This design comes from an exercise in tuning for a short achievable clock period and few clock cycles per item on the open sky130 flow, not from production work. In this exercise RTL edits were held to simulation tests only and were not proved equivalent to the original. Power figures rest on the tool's default switching activity, not on a simulated workload.

[flow/run.sh]
#!/bin/bash
# synth_recipe.tcl (not shown) runs the flow's synth.tcl, then flattens the netlist and writes it again
# the make line also repeats each setting of config.mk as NAME=value (left out here)
make -C /OpenROAD-flow-scripts/flow DESIGN_CONFIG=/design/flow/config.mk WORK_HOME=/design/flow/orfs CLKGATE_MAP_FILE= SYNTH_SCRIPT=/design/flow/synth_recipe.tcl finish
[flow/config.mk]
export PLATFORM = sky130hd
export DESIGN_NAME = multilevel_feedback_queue_scheduler_unit
export DESIGN_NICKNAME = multilevel_feedback_queue_scheduler_unit
export VERILOG_FILES = /design/flow/design.v
export SDC_FILE = /design/flow/constraint.sdc
export NUM_CORES = 4
export LEC_CHECK = 0
export CAP_MARGIN = 20
export CORE_MARGIN = 2
export CORE_UTILIZATION = 40
export SLEW_MARGIN = 20
[flow/constraint.sdc]
create_clock -name core_clock -period 10.0 [get_ports {clock}]
set_input_delay 2.0000 -clock core_clock [delete_from_list [all_inputs] [get_ports {clock}]]
set_output_delay 2.0000 -clock core_clock [all_outputs]
set_load 0.01 [all_outputs]
[flow/design.v]
package mlfq_pkg;
   localparam int MaxJobs = 16;
   localparam int JobIdxW = $clog2(MaxJobs);
   localparam int JobCntW = $clog2(MaxJobs + 1);
   localparam int TimeW = 21;
   localparam int ValW = 16;
   localparam int Levels = 3;
   localparam logic [1:0] CsrQuantum0 = 2'd0;
   localparam logic [1:0] CsrQuantum1 = 2'd1;
   localparam logic [1:0] CsrQuantum2 = 2'd2;
   typedef enum logic [3:0] {
      ST_LOAD,
      ST_ADMIT_SCAN,
      ST_ADMIT_PUSH,
      ST_PICK,
      ST_RUN,
      ST_AFTER,
      ST_JUMP,
      ST_RESULT,
      ST_CLEAR
   } state_type;
   typedef enum logic [1:0] {
      ADM_PRE,
      ADM_POST
   } admit_phase_type;
   typedef struct packed {
      logic load;
      logic scan_reset;
      logic scan_step;
      logic admit_push;
      logic pop;
      logic run;
      logic requeue;
      logic jump;
      logic complete;
      logic clear;
   } cmd_type;
   typedef struct packed {
      logic scan_done;
      logic best_found;
      logic any_queued;
      logic job_finished;
      logic all_done;
      logic table_full;
   } status_type;
endpackage
import mlfq_pkg::*;
module mlfq_datapath
(
   input  logic                  clock,
   input  logic                  reset,
   input  mlfq_pkg::cmd_type               cmd,
   output  mlfq_pkg::status_type            status,
   input  logic [ValW-1:0]       req_arrival_time,
   input  logic [ValW-1:0]       req_burst_length,
   input  logic                  csr_write_enable,
   input  logic [1:0]            csr_index,
   input  logic [ValW-1:0]       csr_write_data,
   output logic [4:0]            res_job_id,
   output logic [TimeW-1:0]      res_start_time,
   output logic [TimeW-1:0]      res_completion_time,
   output logic [TimeW-1:0]      res_turnaround_time,
   output logic [TimeW-1:0]      res_waiting_time,
   output logic [TimeW-1:0]      res_response_time,
   output logic                  res_last_result
);
   logic [ValW-1:0]  quantum_ff [Levels];
   logic [ValW-1:0]  arrival_mem [MaxJobs];
   logic [ValW-1:0]  burst_mem [MaxJobs];
   logic [ValW-1:0]  remaining_mem [MaxJobs];
   logic [TimeW-1:0] start_mem [MaxJobs];
   logic [MaxJobs-1:0] started_ff, admitted_ff;
   logic [JobIdxW-1:0] queue_mem [Levels][MaxJobs];
   logic [JobIdxW-1:0] head_ff [Levels];
   logic [JobCntW-1:0] count_ff [Levels];
   logic [TimeW-1:0] time_ff;
   logic [JobCntW-1:0] job_count_ff, completed_ff;
   logic [JobCntW-1:0] scan_ff;
   logic               best_valid_ff, any_pending_ff;
   logic [JobIdxW-1:0] best_ff;
   logic [ValW-1:0]    best_arrival_ff, next_arrival_ff;
   logic [JobIdxW-1:0] cur_job_ff;
   logic [1:0]         cur_level_ff;
   logic [ValW-1:0]    exec_ff;
   logic [JobIdxW-1:0] scan_idx;
   logic [ValW-1:0]    scan_arr;
   logic               scan_pend;
   logic [1:0]         pick_level;
   logic [ValW-1:0]    quantum;
   logic [1:0]         requeue_level;
   logic [TimeW-1:0]   turnaround;
   assign scan_idx  = scan_ff[JobIdxW-1:0];
   assign scan_arr  = arrival_mem[scan_idx];
   assign scan_pend = !admitted_ff[scan_idx];
   always_comb begin
      if (count_ff[0] != '0) pick_level = 2'd0;
      else if (count_ff[1] != '0) pick_level = 2'd1;
      else pick_level = 2'd2;
   end
   always_comb begin
      quantum = quantum_ff[pick_level];
      if (quantum == '0) quantum = ValW'(1);
   end
   assign requeue_level = (cur_level_ff == 2'd2) ? 2'd2 : cur_level_ff + 2'd1;
   assign status.scan_done    = (scan_ff == job_count_ff);
   assign status.best_found   = best_valid_ff;
   assign status.any_queued   = (count_ff[0] != '0) || (count_ff[1] != '0)
                                || (count_ff[2] != '0);
   assign status.job_finished = (remaining_mem[cur_job_ff] == '0);
   assign status.all_done     = (completed_ff == job_count_ff);
   assign status.table_full   = (job_count_ff == JobCntW'(MaxJobs));
   always_ff @(posedge clock) begin
      if (reset) begin
         quantum_ff[0] <= ValW'(4);
         quantum_ff[1] <= ValW'(8);
         quantum_ff[2] <= ValW'(12);
      end else if (csr_write_enable) begin
         unique case (csr_index)
            CsrQuantum0: quantum_ff[0] <= csr_write_data;
            CsrQuantum1: quantum_ff[1] <= csr_write_data;
            CsrQuantum2: quantum_ff[2] <= csr_write_data;
            default: ;
         endcase
      end
   end
   always_ff @(posedge clock) begin
      if (cmd.load && !status.table_full) begin
         arrival_mem[job_count_ff[JobIdxW-1:0]]   <= req_arrival_time;
         burst_mem[job_count_ff[JobIdxW-1:0]]     <= req_burst_length;
      end
      if (cmd.load && !status.table_full)
         remaining_mem[job_count_ff[JobIdxW-1:0]] <= req_burst_length;
      else if (cmd.run)
         remaining_mem[cur_job_ff] <= remaining_mem[cur_job_ff] - exec_ff;
      if (cmd.pop && !started_ff[queue_mem[pick_level][head_ff[pick_level]]])
         start_mem[queue_mem[pick_level][head_ff[pick_level]]] <= time_ff;
      if (cmd.admit_push)
         queue_mem[0][JobIdxW'(head_ff[0] + count_ff[0][JobIdxW-1:0])] <= best_ff;
      if (cmd.requeue)
         queue_mem[requeue_level][JobIdxW'(head_ff[requeue_level]
            + count_ff[requeue_level][JobIdxW-1:0])] <= cur_job_ff;
      if (cmd.pop) begin
         cur_job_ff   <= queue_mem[pick_level][head_ff[pick_level]];
         cur_level_ff <= pick_level;
         exec_ff      <= (quantum < remaining_mem[queue_mem[pick_level][head_ff[pick_level]]])
                         ? quantum : remaining_mem[queue_mem[pick_level][head_ff[pick_level]]];
      end
      if (cmd.scan_reset) begin
         best_valid_ff  <= 1'b0;
         any_pending_ff <= 1'b0;
      end else if (cmd.scan_step && !status.scan_done && scan_pend) begin
         if (!any_pending_ff || scan_arr < next_arrival_ff) next_arrival_ff <= scan_arr;
         any_pending_ff <= 1'b1;
         if ({5'd0, scan_arr} <= time_ff && (!best_valid_ff || scan_arr < best_arrival_ff)) begin
            best_valid_ff   <= 1'b1;
            best_ff         <= scan_idx;
            best_arrival_ff <= scan_arr;
         end
      end
   end
   always_ff @(posedge clock) begin
      if (reset || cmd.clear) begin
         started_ff   <= '0;
         admitted_ff  <= '0;
         time_ff      <= '0;
         job_count_ff <= '0;
         completed_ff <= '0;
         scan_ff      <= '0;
         for (int l = 0; l < Levels; l++) begin
            head_ff[l]  <= '0;
            count_ff[l] <= '0;
         end
      end else begin
         if (cmd.load && !status.table_full) job_count_ff <= job_count_ff + 1'b1;
         if (cmd.scan_reset) scan_ff <= '0;
         else if (cmd.scan_step && !status.scan_done) scan_ff <= scan_ff + 1'b1;
         if (cmd.admit_push) begin
            admitted_ff[best_ff] <= 1'b1;
            count_ff[0] <= count_ff[0] + 1'b1;
         end
         if (cmd.pop) begin
            started_ff[queue_mem[pick_level][head_ff[pick_level]]] <= 1'b1;
            head_ff[pick_level]  <= head_ff[pick_level] + 1'b1;
            count_ff[pick_level] <= count_ff[pick_level] - 1'b1;
         end
         if (cmd.run) time_ff <= time_ff + TimeW'(exec_ff);
         if (cmd.requeue) count_ff[requeue_level] <= count_ff[requeue_level] + 1'b1;
         if (cmd.jump && any_pending_ff) time_ff <= TimeW'(next_arrival_ff);
         if (cmd.complete) completed_ff <= completed_ff + 1'b1;
      end
   end
   assign turnaround = time_ff - TimeW'(arrival_mem[cur_job_ff]);
   always_ff @(posedge clock) begin
      if (cmd.complete) begin
         res_job_id          <= 5'(cur_job_ff) + 5'd1;
         res_start_time      <= start_mem[cur_job_ff];
         res_completion_time <= time_ff;
         res_turnaround_time <= turnaround;
         res_waiting_time    <= turnaround - TimeW'(burst_mem[cur_job_ff]);
         res_response_time   <= start_mem[cur_job_ff] - TimeW'(arrival_mem[cur_job_ff]);
         res_last_result     <= (completed_ff + 1'b1) == job_count_ff;
      end
   end
endmodule
import mlfq_pkg::*;
module mlfq_controller
(
   input  logic       clock,
   input  logic       reset,
   input  mlfq_pkg::status_type status,
   output  mlfq_pkg::cmd_type    cmd,
   input  logic       req_valid,
   output logic       req_ready,
   input  logic       req_last_job,
   output logic       rsp_valid,
   input  logic       rsp_ready
);
   mlfq_pkg::state_type       state_ff, state_in;
   mlfq_pkg::admit_phase_type phase_ff, phase_in;
   logic            rsp_valid_ff, rsp_valid_in;
   always_ff @(posedge clock) begin
      if (reset) begin
         state_ff     <= ST_LOAD;
         phase_ff     <= ADM_PRE;
         rsp_valid_ff <= 1'b0;
      end else begin
         state_ff     <= state_in;
         phase_ff     <= phase_in;
         rsp_valid_ff <= rsp_valid_in;
      end
   end
   assign rsp_valid = rsp_valid_ff;
   always_comb begin
      state_in     = state_ff;
      phase_in     = phase_ff;
      rsp_valid_in = rsp_valid_ff && !rsp_ready;
      cmd          = '0;
      req_ready    = 1'b0;
      unique case (state_ff)
         ST_LOAD: begin
            req_ready = 1'b1;
            if (req_valid) begin
               cmd.load = 1'b1;
               if (req_last_job) begin
                  cmd.scan_reset = 1'b1;
                  phase_in = ADM_PRE;
                  state_in = ST_ADMIT_SCAN;
               end
            end
         end
         ST_ADMIT_SCAN: begin
            cmd.scan_step = 1'b1;
            if (status.scan_done) state_in = ST_ADMIT_PUSH;
         end
         ST_ADMIT_PUSH: begin
            if (status.best_found) begin
               cmd.scan_reset = 1'b1;
               cmd.admit_push = 1'b1;
               state_in = ST_ADMIT_SCAN;
            end else if (phase_ff == ADM_PRE) state_in = ST_PICK;
            else state_in = ST_AFTER;
         end
         ST_PICK: begin
            if (status.all_done) state_in = ST_CLEAR;
            else if (status.any_queued) begin
               cmd.pop = 1'b1;
               state_in = ST_RUN;
            end else state_in = ST_JUMP;
         end
         ST_JUMP: begin
            cmd.jump = 1'b1;
            cmd.scan_reset = 1'b1;
            phase_in = ADM_PRE;
            state_in = ST_ADMIT_SCAN;
         end
         ST_RUN: begin
            cmd.run = 1'b1;
            cmd.scan_reset = 1'b1;
            phase_in = ADM_POST;
            state_in = ST_ADMIT_SCAN;
         end
         ST_AFTER: begin
            if (status.job_finished) begin
               if (!rsp_valid_ff || rsp_ready) begin
                  cmd.complete = 1'b1;
                  rsp_valid_in = 1'b1;
                  state_in = ST_RESULT;
               end
            end else begin
               cmd.requeue = 1'b1;
               cmd.scan_reset = 1'b1;
               phase_in = ADM_PRE;
               state_in = ST_ADMIT_SCAN;
            end
         end
         ST_RESULT: begin
            cmd.scan_reset = 1'b1;
            phase_in = ADM_PRE;
            state_in = ST_ADMIT_SCAN;
         end
         ST_CLEAR: begin
            cmd.clear = 1'b1;
            state_in = ST_LOAD;
         end
         default: state_in = ST_LOAD;
      endcase
   end
endmodule
import mlfq_pkg::*;
module multilevel_feedback_queue_scheduler_unit
(
   input  logic               clock,
   input  logic               reset,
   input  logic               req_valid,
   output logic               req_ready,
   input  logic [ValW-1:0]    req_arrival_time,
   input  logic [ValW-1:0]    req_burst_length,
   input  logic               req_last_job,
   output logic               rsp_valid,
   input  logic               rsp_ready,
   output logic [4:0]         rsp_job_id,
   output logic [TimeW-1:0]   rsp_start_time,
   output logic [TimeW-1:0]   rsp_completion_time,
   output logic [TimeW-1:0]   rsp_turnaround_time,
   output logic [TimeW-1:0]   rsp_waiting_time,
   output logic [TimeW-1:0]   rsp_response_time,
   output logic               rsp_last_result,
   input  logic               csr_write_enable,
   input  logic [1:0]         csr_index,
   input  logic [ValW-1:0]    csr_write_data
);
   mlfq_pkg::cmd_type    cmd;
   mlfq_pkg::status_type status;
   mlfq_controller u_ctrl (
      .clock, .reset, .status, .cmd,
      .req_valid, .req_ready, .req_last_job, .rsp_valid, .rsp_ready
   );
   mlfq_datapath u_dp (
      .clock, .reset, .cmd, .status,
      .req_arrival_time, .req_burst_length,
      .csr_write_enable, .csr_index, .csr_write_data,
      .res_job_id(rsp_job_id), .res_start_time(rsp_start_time),
      .res_completion_time(rsp_completion_time),
      .res_turnaround_time(rsp_turnaround_time),
      .res_waiting_time(rsp_waiting_time),
      .res_response_time(rsp_response_time),
      .res_last_result(rsp_last_result)
   );
endmodule
==> results.cfg <==
[global_route]
globalRouteOverflowTotal = 0
first_global_vias = 42800
grt_pass1_wl_um = 297000
grt_max_degree = 106
antenna_found_initial = 12
gr-usage-all-layers = 0.216

[sta]
period_minus_slack_ns = 8.66
fmax_ghz = 0.115
slew_violations = 0
final_hold_viol_count = 0
setup_viol = 0
fin_crit_sh = 0.866
tns_ns = 0
maxSlewHeadroom = 0.185
rsz0062_at_grt = no
worst_pin_slew_ns = 1.22
skew_ns = 0.0516

[route]
wire_per_inst_um = 26.9
dr.first_iter.drc_count = 4986
drc = 0
vias = 43800
vias_per_cell = 5.77
final_antenna_net_count = 0
postRouteWirelength_um = 204000
firstDrtPassIters = 6

[critical_path]
worstPathArrival_ns = 9.21
critPathMaxFanout = 53
cp.required_ns = 10.54
r2r_slack_ns = 1.34
critPathCaptureType = flop
setup.worst_path.class = reg -> reg
start_kind = flop

[layout]
layout.cells.non_filler = 7589
layout-drive-gt1-share = 0.179
n_antenna_cell = 0
stdcell_area_sq_um = 84100
area.growth.synth_to_final_pct = 14.2
fin_nets = 5225

[logic_synthesis]
synth_top_cell_by_area = edfxtp_1
synthArstFlopShare = 0
syn_area_per_cell_sq_um = 15.3
synth_edf_count = 1401
syn_area_sq_um = 73600
synth_cell_types = 94
seq_area_frac_synth = 0.632
yosys-top-cells-area = edfxtp_1, mux4_2, dfxtp_1
ys_ff_latch = 1624
ys_warn_count = 6
syn_nets = 5042
yosys.area.top_type_share = 0.571
synthCells = 4808
synth_flop_cell = edfxtp_1

[placement]
dp_cells = 7283
dpl_cell_area_sq_um = 78700
io_buffers = 168
gpl.final_weighted_congestion = 0.896
hpwl_um = 127000

[run_status]
status = complete, no violations

[clock_network]
hold_buffers = 0
cts_resized = 0
ctsRootBufferMaster = clkbuf_16
cts_buffer_depth = 3
cts_buffers = 169
clk_pin_slew_worst_paths_ns = 0.06
clock-sinks = 1624
clock_latency_ns = 0.81
cts_tree = built
postCtsSetupBuffers = 0
htree_levels = 4

[die]
rows = 157
initial_core_util = 0.403
die_h_um = 433
ios = 169
die_w_um = 433
core_sq_um = 183000
die-area_sq_um = 187000

[pwr]
p_leak_nw = 28.4
vdd_drop_max_mv = 0.145
p_per_area_nw_per_um2 = 167

[min_path]
hold_class = reg -> reg

[flow_run]
drv_cap = 0
-- routing by layer --
metal / GRT usage / up-vias / wire length [um]
met1: 0.303 / 22600 / 87400
li1: - / 19200 / -
met4: 0.0549 / 8 / 4960
met5: 0 / - / 51
met2: 0.350 / 1634 / 97900
met3: 0.0353 / 290 / 14100
-- logic make-up (layout without fill, tap and decap cells) --
family / Yosys count / in the layout / synth area share
xor+xnor: 106 / 106 / 0.0126
buf+inv: 455 / 772 / 0.0242
fa+ha+maj: 178 / 178 / 0.0310
compound gates: 672 / 672 / 0.0600
mux: 773 / 773 / 0.179
flops: 1624 / 1624 / 0.632
simple gates: 1000 / 1000 / 0.0611
-- stage by stage --
step | setup WS, ns | hold WS, ns | total power [W] | utilization
3_3_place_gp | 1.52 | 0.442 | 0.00807 | 0.430
4_1_cts | 1.42 | 0.455 | 0.0142 | 0.459
3_5_place_dp | 1.48 | 0.447 | 0.00808 | 0.430
6_report | 1.34 | 0.452 | 0.0141 | 0.460
2_1_floorplan | 2.00 | 0.431 | 0.00786 | -
5_1_grt | 0.913 | 0.470 | 0.0145 | 0.460
-- worst max-delay path: stages, from the launching register on --
cell and delay (ns):
dfxtp_1 0.66, clkinv_1 0.44, nand2_2 0.24, nand2_1 0.07, a31oi_1 0.43, ha_2 1.03
o21ai_0 0.26, o2111a_1 0.29, o22ai_1 0.26, or3_1 0.35, nor2_1 0.12, a41oi_4 0.83
buf_4 0.38, mux2i_1 0.38, inv_1 0.08, ha_1 0.30, nand4_1 0.11, or3_1 0.36
o211ai_1 0.12, nor3_1 0.10, nand2b_1 0.17, a2111oi_4 0.05, nor3_4 0.92, mux2_2 0.42
-- synthesized netlist by cell type (all sizes together) (38+ instances only) --
cell type	instances
inv	185
xnor2	61
a22oi	38
ha	171
nor3	65
buf	102
nor2	378
a21oi	240
xor2	45
clkbuf	167
edfxtp	1401
o21ai	100
dfxtp	223
nand3	68
mux4	430
mux2i	318
a31oi	42
nand2	307
-- cells in the final DEF (no fill, tap or decap), drive strengths merged, types with 171 or more instances in the layout --
cell type	count
edfxtp	1401
mux4	430
nor2	378
mux2i	318
nand2	307
a21oi	240
dfxtp	223
clkbuf	217
inv	193
ha	171
-- final cells by class --
type	count	area [sq um]
repair buffers	281	2630
fillers	15800	98800
clock inverters	88	853
flip-flops and latches	1624	46600
multi-input cells	2729	25800
inverters	186	698
clock buffers	217	4490
well taps	2464	3080
-- final timing paths --
path	start	endpoint	cells past startpoint
min reg2reg	u_dp.quantum_ff[2][11]$_SDFFE_PP0P_	u_dp.quantum_ff[2][11]$_SDFFE_PP0P_	2
max reg2reg	u_dp.count_ff[1][4]$_SDFF_PP0_	u_dp.exec_ff[0]$_DFFE_PP_	23
max	u_dp.count_ff[1][4]$_SDFF_PP0_	u_dp.exec_ff[0]$_DFFE_PP_	23
min	u_dp.quantum_ff[2][11]$_SDFFE_PP0P_	u_dp.quantum_ff[2][11]$_SDFFE_PP0P_	2
-- power breakdown --
part	internal [W]	switching [W]
clock network	0.00343	0.00270
registers	0.00738	0.0000394
logic	0.000197	0.000324
-- registers in the layout (all words and copies together) (netlist names), 5 cells and up, named ones only --
signal                    flops
u_dp.completed_ff             5
u_dp.head_ff                 12
u_dp.res_waiting_time        21
u_dp.job_count_ff             5
u_dp.burst_mem              256
u_dp.remaining_mem          256
u_dp.quantum_ff              48
u_dp.queue_mem              192
u_dp.arrival_mem            256
u_dp.res_completion_time     21
u_dp.count_ff                15
u_dp.started_ff              16
u_dp.res_response_time       21
u_dp.res_start_time          21
u_dp.best_arrival_ff         16
u_dp.start_mem              336
u_dp.admitted_ff             16
u_dp.res_job_id               5
u_dp.res_turnaround_time     21
u_dp.scan_ff                  5
u_dp.next_arrival_ff         16
u_dp.time_ff                 21
u_dp.exec_ff                 16
Testbench counts, summed over its fixed seeds: cycles 275,677, jobs 1,952.

## afterwards: timing with drivers on the ports
Ports are ideal in the flow. The routed layout listed here was re-timed in OpenROAD. Step 1, drivers: a clkbuf_16 drives clock and a buf_2 each remaining input, both assumed. Step 2 also shifts input and output timing later by t, the mid clock arrival at the registers, as if the neighbouring blocks saw the same clock. Slacks: ideal / step 1 / step 2; pairs: ideal / step 1.
shift t [ns]: 0.863
slack for setup (ns): 1.336 / 1.336 / 1.336
worst setup path at the end: register to register
slew at the worst register clock pin (ns): 0.07 / 0.07
pins driven straight from the clock port: 1
After both steps this run still meets setup and hold. The setup slack of this run moves by 0.000 ns with the drivers and by 0.000 ns with both steps.
